From an optimization exercise on the open Yosys and OpenROAD flow, aimed at small area, a short achievable clock period and few clock cycles; shortcuts taken in it are not production practice.
The RTL was checked by simulation tests, not by an equivalence proof against the original design.
No activity file was given, so power comes from the tool's default toggle rates.

**flow/config.mk**
```make
export PLATFORM = sky130hd
export DESIGN_NAME = mem_unit
export DESIGN_NICKNAME = mem_unit
export VERILOG_FILES = /design/flow/design.v
export SDC_FILE = /design/flow/constraint.sdc
export NUM_CORES = 4
export LEC_CHECK = 0
export CAP_MARGIN = 20
export CORE_MARGIN = 2
export CORE_UTILIZATION = 40
export SLEW_MARGIN = 20
```
**flow/constraint.sdc**
```tcl
create_clock -name core_clock -period 5.0 [get_ports {clk_in}]
set_input_delay 1.0000 -clock core_clock [delete_from_list [all_inputs] [get_ports {clk_in}]]
set_output_delay 1.0000 -clock core_clock [all_outputs]
set_load 0.01 [all_outputs]
```
**flow/design.v**
```verilog
`timescale 1ns/1ps
`default_nettype none
package mem_pkg;
  localparam int ADDR_MSB = 17;  
  typedef logic [31:0] addr_t;
  typedef logic [31:0] word_t;
  typedef logic [7:0]  byte_t;
  typedef logic [1:0]  size_t;
  localparam size_t SIZE_BYTE = 2'd0;
  localparam size_t SIZE_HALF = 2'd1;
  localparam size_t SIZE_WORD = 2'd2;
  localparam logic [1:0] IO_SELECT = 2'b11;  
  localparam int ICACHE_LINES   = 16;
  localparam int ICACHE_INDEX_W = 4;
  typedef logic [ICACHE_INDEX_W-1:0] icache_index_t;
  typedef logic [ADDR_MSB-ICACHE_INDEX_W-2:0] icache_tag_t;  
  typedef enum logic [1:0] {
    CLIENT_NONE,
    CLIENT_FETCH,
    CLIENT_LOAD,
    CLIENT_STORE
  } client_t;
  typedef enum logic [1:0] {
    SEQ_IDLE,
    SEQ_READ,
    SEQ_WRITE,
    SEQ_FINISH
  } seq_state_t;
endpackage
`default_nettype wire
`timescale 1ns/1ps
`default_nettype none
module icache (
  input  logic                   clk_in,
  input  logic                   rst_in,
  input  logic                   rdy_in,
  input  logic                   fetch_en,
  input  mem_pkg::addr_t         fetch_addr,
  input  logic                   flush_in,
  output logic                   fetch_done,
  output mem_pkg::word_t         fetch_data,
  output logic                   refill_req,
  output mem_pkg::addr_t         refill_addr,
  input  logic                   refill_done,
  input  mem_pkg::word_t         refill_data
);
  logic [mem_pkg::ICACHE_LINES-1:0] line_valid;
  mem_pkg::icache_tag_t             tag_mem [mem_pkg::ICACHE_LINES];
  mem_pkg::word_t                   data_mem [mem_pkg::ICACHE_LINES];
  mem_pkg::icache_index_t fetch_idx;
  mem_pkg::icache_tag_t   fetch_tag;
  mem_pkg::icache_index_t refill_idx;
  logic                   hit;
  logic                   miss_pending;  
  logic                   refill_busy;   
  logic                   defer;         
  logic                   issue_now;
  mem_pkg::addr_t         want_addr;
  assign fetch_idx  = fetch_addr[mem_pkg::ICACHE_INDEX_W+1:2];
  assign fetch_tag  = fetch_addr[mem_pkg::ADDR_MSB:mem_pkg::ICACHE_INDEX_W+2];
  assign refill_idx = refill_addr[mem_pkg::ICACHE_INDEX_W+1:2];
  assign hit        = line_valid[fetch_idx] && (tag_mem[fetch_idx] == fetch_tag);
  assign issue_now  = !refill_busy || refill_done;
  always_ff @(posedge clk_in)
  begin
    if (rst_in)
    begin
      line_valid   <= '0;
      miss_pending <= 1'b0;
      refill_busy  <= 1'b0;
      defer        <= 1'b0;
      fetch_done   <= 1'b0;
      refill_req   <= 1'b0;
    end
    else if (rdy_in)
    begin
      fetch_done <= 1'b0;
      refill_req <= 1'b0;
      if (refill_done)
      begin
        line_valid[refill_idx] <= 1'b1;  
        refill_busy            <= 1'b0;
        if (defer)
        begin
          defer       <= 1'b0;  
          refill_req  <= 1'b1;
          refill_busy <= 1'b1;
        end
        else
        begin
          miss_pending <= 1'b0;
          fetch_done   <= miss_pending && !flush_in;
        end
      end
      if (fetch_en)
      begin
        if (hit)
          fetch_done <= 1'b1;
        else if (issue_now)
        begin
          refill_req   <= 1'b1;
          refill_busy  <= 1'b1;
          miss_pending <= 1'b1;
        end
        else
        begin
          defer        <= 1'b1;
          miss_pending <= 1'b1;
        end
      end
      if (flush_in)
      begin
        miss_pending <= 1'b0;  
        defer        <= 1'b0;
      end
    end
  end
  always_ff @(posedge clk_in)
  begin
    if (rdy_in)
    begin
      if (refill_done)
      begin
        tag_mem[refill_idx]  <= refill_addr[mem_pkg::ADDR_MSB:mem_pkg::ICACHE_INDEX_W+2];
        data_mem[refill_idx] <= refill_data;
        fetch_data           <= refill_data;
      end
      if (fetch_en && hit)
        fetch_data <= data_mem[fetch_idx];
      if (refill_done && defer)
        refill_addr <= want_addr;
      if (fetch_en && !hit && issue_now)
        refill_addr <= fetch_addr;
      if (fetch_en && !hit && !issue_now)
        want_addr <= fetch_addr;
    end
  end
endmodule
`default_nettype wire
`timescale 1ns/1ps
`default_nettype none
module mem_arbiter (
  input  logic                   clk_in,
  input  logic                   rst_in,
  input  logic                   rdy_in,
  input  logic                   refill_req,
  input  mem_pkg::addr_t         refill_addr,
  output logic                   refill_done,
  output mem_pkg::word_t         refill_data,
  input  logic                   load_en,
  input  mem_pkg::addr_t         load_addr,
  input  mem_pkg::size_t         load_size,
  output logic                   load_done,
  output mem_pkg::word_t         load_data,
  input  logic                   store_en,
  input  mem_pkg::addr_t         store_addr,
  input  mem_pkg::size_t         store_size,
  input  mem_pkg::word_t         store_data,
  output logic                   store_done,
  output logic                   seq_start,
  output mem_pkg::addr_t         seq_addr,
  output mem_pkg::size_t         seq_size,
  output logic                   seq_write,
  output mem_pkg::word_t         seq_wdata,
  input  logic                   seq_done,
  input  mem_pkg::word_t         seq_rdata
);
  logic refill_pend, load_pend, store_pend;
  mem_pkg::addr_t  refill_addr_q, load_addr_q, store_addr_q;
  mem_pkg::size_t  load_size_q, store_size_q;
  mem_pkg::word_t  store_data_q;
  mem_pkg::word_t  rdata_q;
  mem_pkg::client_t grant;
  mem_pkg::client_t pick;
  always_comb
  begin
    pick = mem_pkg::CLIENT_NONE;
    if (grant == mem_pkg::CLIENT_NONE)
    begin
      if (store_pend)
        pick = mem_pkg::CLIENT_STORE;
      else if (load_pend)
        pick = mem_pkg::CLIENT_LOAD;
      else if (refill_pend)
        pick = mem_pkg::CLIENT_FETCH;
    end
  end
  always_ff @(posedge clk_in)
  begin
    if (rst_in)
    begin
      refill_pend <= 1'b0;
      load_pend   <= 1'b0;
      store_pend  <= 1'b0;
      grant       <= mem_pkg::CLIENT_NONE;
      seq_start   <= 1'b0;
      refill_done <= 1'b0;
      load_done   <= 1'b0;
      store_done  <= 1'b0;
    end
    else if (rdy_in)
    begin
      refill_done <= 1'b0;
      load_done   <= 1'b0;
      store_done  <= 1'b0;
      seq_start   <= (pick != mem_pkg::CLIENT_NONE);
      if (pick != mem_pkg::CLIENT_NONE)
        grant <= pick;
      case (pick)
        mem_pkg::CLIENT_STORE: store_pend  <= 1'b0;
        mem_pkg::CLIENT_LOAD:  load_pend   <= 1'b0;
        mem_pkg::CLIENT_FETCH: refill_pend <= 1'b0;
        default: ;
      endcase
      if (seq_done)
      begin
        grant       <= mem_pkg::CLIENT_NONE;
        refill_done <= (grant == mem_pkg::CLIENT_FETCH);
        load_done   <= (grant == mem_pkg::CLIENT_LOAD);
        store_done  <= (grant == mem_pkg::CLIENT_STORE);
      end
      if (refill_req)
        refill_pend <= 1'b1;
      if (load_en)
        load_pend <= 1'b1;
      if (store_en)
        store_pend <= 1'b1;
    end
  end
  always_ff @(posedge clk_in)
  begin
    if (rdy_in)
    begin
      if (refill_req)
        refill_addr_q <= refill_addr;
      if (load_en)
      begin
        load_addr_q <= load_addr;
        load_size_q <= load_size;
      end
      if (store_en)
      begin
        store_addr_q <= store_addr;
        store_size_q <= store_size;
        store_data_q <= store_data;
      end
      case (pick)
        mem_pkg::CLIENT_STORE:
        begin
          seq_addr  <= store_addr_q;
          seq_size  <= store_size_q;
          seq_write <= 1'b1;
          seq_wdata <= store_data_q;
        end
        mem_pkg::CLIENT_LOAD:
        begin
          seq_addr  <= load_addr_q;
          seq_size  <= load_size_q;
          seq_write <= 1'b0;
        end
        mem_pkg::CLIENT_FETCH:
        begin
          seq_addr  <= refill_addr_q;
          seq_size  <= mem_pkg::SIZE_WORD;  
          seq_write <= 1'b0;
        end
        default: ;
      endcase
      if (seq_done)
        rdata_q <= seq_rdata;
    end
  end
  assign refill_data = rdata_q;
  assign load_data   = rdata_q;
endmodule
`default_nettype wire
`timescale 1ns/1ps
`default_nettype none
module byte_sequencer (
  input  logic                   clk_in,
  input  logic                   rst_in,
  input  logic                   rdy_in,
  input  logic                   seq_start,
  input  mem_pkg::addr_t         seq_addr,
  input  mem_pkg::size_t         seq_size,
  input  logic                   seq_write,
  input  mem_pkg::word_t         seq_wdata,
  output logic                   seq_done,
  output mem_pkg::word_t         seq_rdata,
  input  logic                   io_buffer_full,
  input  mem_pkg::byte_t         mem_din,
  output mem_pkg::byte_t         mem_dout,
  output mem_pkg::addr_t         mem_a,
  output logic                   mem_wr
);
  mem_pkg::seq_state_t state;
  logic [1:0]      byte_cnt;    
  logic [1:0]      last_cnt;
  logic [1:0]      last_sel;
  logic [1:0]      cap_idx;     
  logic            cap_en;
  logic            rdy_q;
  logic            io_stall;
  mem_pkg::word_t  wdata_q;     
  mem_pkg::byte_t  din_hold;
  mem_pkg::byte_t  cap_byte;
  always_comb
  begin
    case (seq_size)
      mem_pkg::SIZE_BYTE: last_sel = 2'd0;
      mem_pkg::SIZE_HALF: last_sel = 2'd1;
      default:            last_sel = 2'd3;
    endcase
  end
  assign io_stall = (mem_a[mem_pkg::ADDR_MSB -: 2] == mem_pkg::IO_SELECT) && io_buffer_full;
  assign mem_wr   = (state == mem_pkg::SEQ_WRITE) && rdy_in && !io_stall;
  always_ff @(posedge clk_in)
  begin
    if (rst_in)
      rdy_q <= 1'b0;
    else
      rdy_q <= rdy_in;
    if (rdy_q)
      din_hold <= mem_din;
  end
  assign cap_byte = rdy_q ? mem_din : din_hold;
  always_ff @(posedge clk_in)
  begin
    if (rst_in)
    begin
      state    <= mem_pkg::SEQ_IDLE;
      byte_cnt <= 2'd0;
      cap_en   <= 1'b0;
      seq_done <= 1'b0;
      mem_a    <= '0;
    end
    else if (rdy_in)
    begin
      seq_done <= 1'b0;
      cap_en   <= 1'b0;
      case (state)
        mem_pkg::SEQ_IDLE:
          if (seq_start)
          begin
            mem_a    <= seq_addr;
            byte_cnt <= 2'd0;
            state    <= seq_write ? mem_pkg::SEQ_WRITE : mem_pkg::SEQ_READ;
          end
        mem_pkg::SEQ_READ:
        begin
          cap_en <= 1'b1;  
          if (byte_cnt == last_cnt)
            state <= mem_pkg::SEQ_FINISH;
          else
          begin
            byte_cnt <= byte_cnt + 2'd1;
            mem_a    <= mem_a + 32'd1;
          end
        end
        mem_pkg::SEQ_WRITE:
          if (!io_stall)
          begin
            if (byte_cnt == last_cnt)
            begin
              seq_done <= 1'b1;
              state    <= mem_pkg::SEQ_IDLE;
            end
            else
            begin
              byte_cnt <= byte_cnt + 2'd1;
              mem_a    <= mem_a + 32'd1;
            end
          end
        default:
        begin
          seq_done <= 1'b1;  
          state    <= mem_pkg::SEQ_IDLE;
        end
      endcase
    end
  end
  always_ff @(posedge clk_in)
  begin
    if (rdy_in)
    begin
      if (state == mem_pkg::SEQ_IDLE && seq_start)
      begin
        last_cnt  <= last_sel;
        mem_dout  <= seq_wdata[7:0];
        wdata_q   <= seq_wdata >> 8;
        seq_rdata <= '0;  
      end
      if (state == mem_pkg::SEQ_WRITE && !io_stall && byte_cnt != last_cnt)
      begin
        mem_dout <= wdata_q[7:0];
        wdata_q  <= wdata_q >> 8;
      end
      if (state == mem_pkg::SEQ_READ)
        cap_idx <= byte_cnt;
      if (cap_en)
        seq_rdata[{cap_idx, 3'b000} +: 8] <= cap_byte;  
    end
  end
endmodule
`default_nettype wire
`timescale 1ns/1ps
`default_nettype none
module mem_unit (
  input  logic                   clk_in,
  input  logic                   rst_in,
  input  logic                   rdy_in,
  input  logic                   fetch_en,
  input  mem_pkg::addr_t         fetch_addr,
  output logic                   fetch_done,
  output mem_pkg::word_t         fetch_data,
  input  logic                   load_en,
  input  mem_pkg::addr_t         load_addr,
  input  mem_pkg::size_t         load_size,
  output logic                   load_done,
  output mem_pkg::word_t         load_data,
  input  logic                   store_en,
  input  mem_pkg::addr_t         store_addr,
  input  mem_pkg::size_t         store_size,
  input  mem_pkg::word_t         store_data,
  output logic                   store_done,
  input  logic                   flush_in,
  input  logic                   io_buffer_full,
  input  mem_pkg::byte_t         mem_din,
  output mem_pkg::byte_t         mem_dout,
  output mem_pkg::addr_t         mem_a,
  output logic                   mem_wr
);
  logic            refill_req;
  mem_pkg::addr_t  refill_addr;
  logic            refill_done;
  mem_pkg::word_t  refill_data;
  logic            seq_start;
  mem_pkg::addr_t  seq_addr;
  mem_pkg::size_t  seq_size;
  logic            seq_write;
  mem_pkg::word_t  seq_wdata;
  logic            seq_done;
  mem_pkg::word_t  seq_rdata;
  icache icache0 (
    .clk_in         (clk_in),
    .rst_in         (rst_in),
    .rdy_in         (rdy_in),
    .fetch_en       (fetch_en),
    .fetch_addr     (fetch_addr),
    .flush_in       (flush_in),
    .fetch_done     (fetch_done),
    .fetch_data     (fetch_data),
    .refill_req     (refill_req),
    .refill_addr    (refill_addr),
    .refill_done    (refill_done),
    .refill_data    (refill_data)
  );
  mem_arbiter arbiter0 (
    .clk_in         (clk_in),
    .rst_in         (rst_in),
    .rdy_in         (rdy_in),
    .refill_req     (refill_req),
    .refill_addr    (refill_addr),
    .refill_done    (refill_done),
    .refill_data    (refill_data),
    .load_en        (load_en),
    .load_addr      (load_addr),
    .load_size      (load_size),
    .load_done      (load_done),
    .load_data      (load_data),
    .store_en       (store_en),
    .store_addr     (store_addr),
    .store_size     (store_size),
    .store_data     (store_data),
    .store_done     (store_done),
    .seq_start      (seq_start),
    .seq_addr       (seq_addr),
    .seq_size       (seq_size),
    .seq_write      (seq_write),
    .seq_wdata      (seq_wdata),
    .seq_done       (seq_done),
    .seq_rdata      (seq_rdata)
  );
  byte_sequencer seq0 (
    .clk_in         (clk_in),
    .rst_in         (rst_in),
    .rdy_in         (rdy_in),
    .seq_start      (seq_start),
    .seq_addr       (seq_addr),
    .seq_size       (seq_size),
    .seq_write      (seq_write),
    .seq_wdata      (seq_wdata),
    .seq_done       (seq_done),
    .seq_rdata      (seq_rdata),
    .io_buffer_full (io_buffer_full),
    .mem_din        (mem_din),
    .mem_dout       (mem_dout),
    .mem_a          (mem_a),
    .mem_wr         (mem_wr)
  );
endmodule
`default_nettype wire
```
**flow/run.sh**
```bash
#!/bin/bash
# synth_recipe.tcl (not shown) runs the flow's synth.tcl, then flattens the netlist and writes it again
# the make line also repeats each setting of config.mk as NAME=value (left out here)
make -C /OpenROAD-flow-scripts/flow DESIGN_CONFIG=/design/flow/config.mk WORK_HOME=/design/flow/orfs CLKGATE_MAP_FILE= SYNTH_SCRIPT=/design/flow/synth_recipe.tcl finish
```
==> notes.md <==
- Worst slew pin tran: 1000 ps
- GRT overflow: 0
- Synth Area in Adders: 0.00555
- FF-to-FF End: icache0.fetch_data[21]
- Number of port buffers: 255
- First-pass GRT wire length: about 160 mm
- GR Layer Usage met2: 0.306
- Max Cap Viol: 0
- Die area: 0.115 mm^2
- Syn Nets: roughly 2500
- Core area: ~0.11 mm^2
- TNS Setup: 0 ps
- DRC viols: 0
- Met1 Use GR: 0.256
- Worst IR Drop VDD: 0.299 mV
- Post-synthesis cell type count: 66
- Crit start category: input pin
- Synthesized instance count: between 2000 and 2500
- Reg2Reg Depth: 8
- Post-synthesis simple-gate area fraction: 0.0372
- Initial detailed-routing violation count: about 2200
- Syn avg cell area: 19.3 um^2
- Pins Over Slew Limit: 0
- Row Count: 123
- Synth async-reset ratio: 0
- P per Cell Area: 399 mW/mm^2
- Critical Path End: icache0.fetch_data[21]
- Critical Path RT: about 5400 ps
- Share of post-route cells with drive strength above 1: 0.199
- Worst setup path start: fetch_addr[4]
- Setup bufs post-CTS: 0
- Clk_skew: 56.5 ps
- Cts repair resizes: 0
- Post-synthesis compound-gate area fraction: 0.0373
- Minimum clock period: between 3000 and 4000 ps
- Synthesized flop and latch total: about 1200
- Hold depth: 0
- # IOs: between 200 and 300
- Clock Latency Late Sink: between 700 and 800 ps
- Ys flop type: edfxtp_1
- Area leader, netlist: edfxtp_1
- Fillers: roughly 9200
- Post-synth top area share: 0.732
- Top cells by area, synth: edfxtp_1, mux4_2, dfxtp_1
- Clk sinks: ~1200
- RSZ-0062 raised after global routing: no
- Largest family of logic cells by synthesized area: multiplexers
- WL/cell: between 20 and 30 um
- Reg-to-reg setup timing slack: roughly 1700 ps
- Met3 GRT Util: 0.0322
- Worst-path clk slew: roughly 60 ps
- Die X: 340 um
- Hold slack: 418 ps
- Worst-case clock buffer depth: 3
- Final setup vio count: 0
- WL final: between 100 and 150 mm
- Mapped Area: ~0.045 mm^2
- Chip height: 340 um
- Critical Path Fanout Max: 33
- Crit end category: flip-flop
- Status: complete, no violations
- Achievable clock frequency: roughly 270 MHz
- CP Class: input pin to flip-flop
- Syn-to-layout area delta: 19.0%
- Total of warnings raised by yosys: 3
- Leak pwr: 17.2 nW
- Largest net degree at the start of global routing: approximately 130
- Final Hold Viols: 0
- CTS buffer count: 115
- Post-route ant nets: 0
- Nets: 2824
- Power Total: ~21 mW
- Initial antenna violation count: 11
- TritonCTS clock tree: yes
- Post-synth EDFFs: 1099
- HPWL after DPL: ~64 mm
- H-tree Lvls: 3
- Vias in the first global route: 23483
- Routability congestion estimate: just over 0.8
- Slew Limit Headroom: 0.332
- Fin crit share: 0.739
- Critical Path AT: 4140 ps
- Drt pass-1 iters: 5
- Initial core utilization: 0.402
- Via count: roughly 23000
- XOR/XNOR share of the synthesized area: 0.00369
- Worst min path class: flip-flop to flip-flop
- CTS Hold Bufs: 0
- Post-layout util: 0.478
- Busiest grt layer: met2
- GRT Util Overall: 0.186
- Mux contribution to synthesized area: 0.137
- Clock Root Buffer: clkbuf_16
- Seq/Total Area, Yosys: 0.766
- Number of vias per cell: roughly 5.4
- Reg-to-reg critical path startpoint: icache0.tag_mem[11][8]
==> cell usage after synthesis, types with 5 or more instances <==
| master | count |
|---|---|
| a211oi_1 | 12 |
| ha_1 | 20 |
| and3_1 | 6 |
| xnor2_1 | 13 |
| inv_1 | 35 |
| buf_2 | 12 |
| xor2_1 | 6 |
| a21oi_1 | 73 |
| clkbuf_1 | 73 |
| and2_1 | 17 |
| nand3b_1 | 6 |
| buf_6 | 5 |
| mux2i_1 | 46 |
| nand2_1 | 136 |
| nand3_1 | 22 |
| a22oi_1 | 36 |
| edfxtp_1 | 1099 |
| nor4_1 | 8 |
| o21ai_0 | 100 |
| a21o_1 | 6 |
| nor3_1 | 33 |
| dfxtp_1 | 77 |
| mux4_2 | 202 |
| mux2_2 | 55 |
| buf_4 | 5 |
| mux2_1 | 10 |
| a31oi_1 | 13 |
| mux2_4 | 28 |
| nor2b_1 | 13 |
| nor2_1 | 91 |
| o22ai_1 | 8 |
| nand4_1 | 8 |
| buf_1 | 18 |
==> area by class of cell <==
type / instances / area, um^2 / share of cell area
sequential: 1176 / 34500 / 0.644
multi-input combinational: 1019 / 10200 / 0.189
timing repair buffer: 309 / 3190 / 0.0594
clock buffer: 144 / 3020 / 0.0563
tap: 1500 / 1880 / 0.0350
clock inverter: 71 / 737 / 0.0137
inverter: 35 / 131 / 0.00245
antenna: 8 / 20.0 / 0.000373
==> critical path, stage by stage <==
cell and delay (ps):
buf_4 330, mux4_2 540, mux4_2 520, xor2_1 180
or4b_4 520, nor4_4 210, nand4_4 190, buf_12 290
mux2_4 330
==> routing by layer <==
layer	vias to the layer above	wire length, um
li1	10067	-
met3	139	6410
met5	-	18
met2	718	54100
met4	4	2310
met1	12104	46000
==> cell usage in the layout (no fill, tap or decap), types with 28 or more instances in the layout <==
cell type,count
edfxtp_1,1099
clkdlybuf4s50_1,249
mux4_2,202
nand2_1,136
clkbuf_16,115
o21ai_0,100
nor2_1,78
dfxtp_1,77
a21oi_1,70
mux2_2,55
mux2i_1,46
buf_4,38
a22oi_1,36
inv_1,34
nor3_1,28
mux2_4,28
==> power breakdown <==
| part | switching, mW | leakage [nW] | total (mW) | internal (mW) |
|---|---|---|---|---|
| clock | 3.71 | 1.83 | 8.59 | 4.88 |
| combinational | 0.853 | 4.78 | 1.54 | 0.682 |
| sequential | 0.226 | 10.6 | 11.3 | 11.1 |
==> how the worst min path moves through the flow <==
stage | from | end | slack [ps]
2_1_floorplan | icache0.refill_addr[0] | arbiter0.refill_addr_q[0] | 400
3_3_place_gp | icache0.refill_addr[22] | arbiter0.refill_addr_q[22] | 400
3_5_place_dp | icache0.refill_addr[30] | arbiter0.refill_addr_q[30] | 400
4_1_cts | arbiter0.store_data_q[18] | arbiter0.seq_wdata[18] | 420
5_1_grt | arbiter0.store_data_q[14] | arbiter0.seq_wdata[14] | 430
6_report | arbiter0.store_data_q[30] | arbiter0.seq_wdata[30] | 420
==> sequential cells by signal, summed over array words and instances, names as in the netlist, 8 cells and up <==
signal and flops:
arbiter0.load_addr_q 32, arbiter0.rdata_q 32, arbiter0.refill_addr_q 32, arbiter0.seq_addr 32, arbiter0.seq_wdata 32, arbiter0.store_addr_q 32
arbiter0.store_data_q 32, icache0.data_mem 512, icache0.fetch_data 32, icache0.line_valid 16, icache0.refill_addr 32, icache0.tag_mem 192
icache0.want_addr 32, seq0.din_hold 8, seq0.mem_a 32, seq0.mem_dout 8, seq0.seq_rdata 32, seq0.wdata_q 24
==> stage by stage <==
step	setup WS (ps)	instance area (um^2)	cells
after floorplan	125	45100	2343
final	1300	53700	4262
after global routing	1140	53700	4260
after detailed placement	258	49800	4037
after global placement	346	49800	4037
after CTS	986	53600	4252
==> cells by family (layout without fill, tap and decap cells) <==
family | after synthesis | in the layout
other cells | 0 | 8
flops | 1176 | 1176
buf+inv | 148 | 559
compound gates | 279 | 279
mux | 341 | 341
fa+ha+maj | 20 | 20
xor+xnor | 19 | 19
simple gates | 360 | 360
Testbench counts, summed over its fixed seeds: cycles 136,172.

separate check: timing with driven ports:
The results above use ideal ports. As a check the final layout listed here was re-extracted and re-timed, cells and wires unchanged. Step 1 assumes that a clkbuf_16 drives the clock port and a buf_2 every other input. Step 2 also shifts input and output timing later by t, the mid clock arrival at the registers, as if the neighbouring blocks saw the same clock. a / b / c = ideal / step 1 / step 2; a / b = the first two.
shift t [ns]: 0.774
slack for setup (ns): 1.305 / 1.337 / 0.562
clock arrival spread, ns: 0.057 / 0.057
slew at the worst register clock pin (ns): 0.07 / 0.07
worst data-port slew with drivers (ns): 0.18
After both steps setup and hold are still met in this run. The setup slack of this run moves by +0.032 ns with the drivers and by -0.743 ns with both steps.
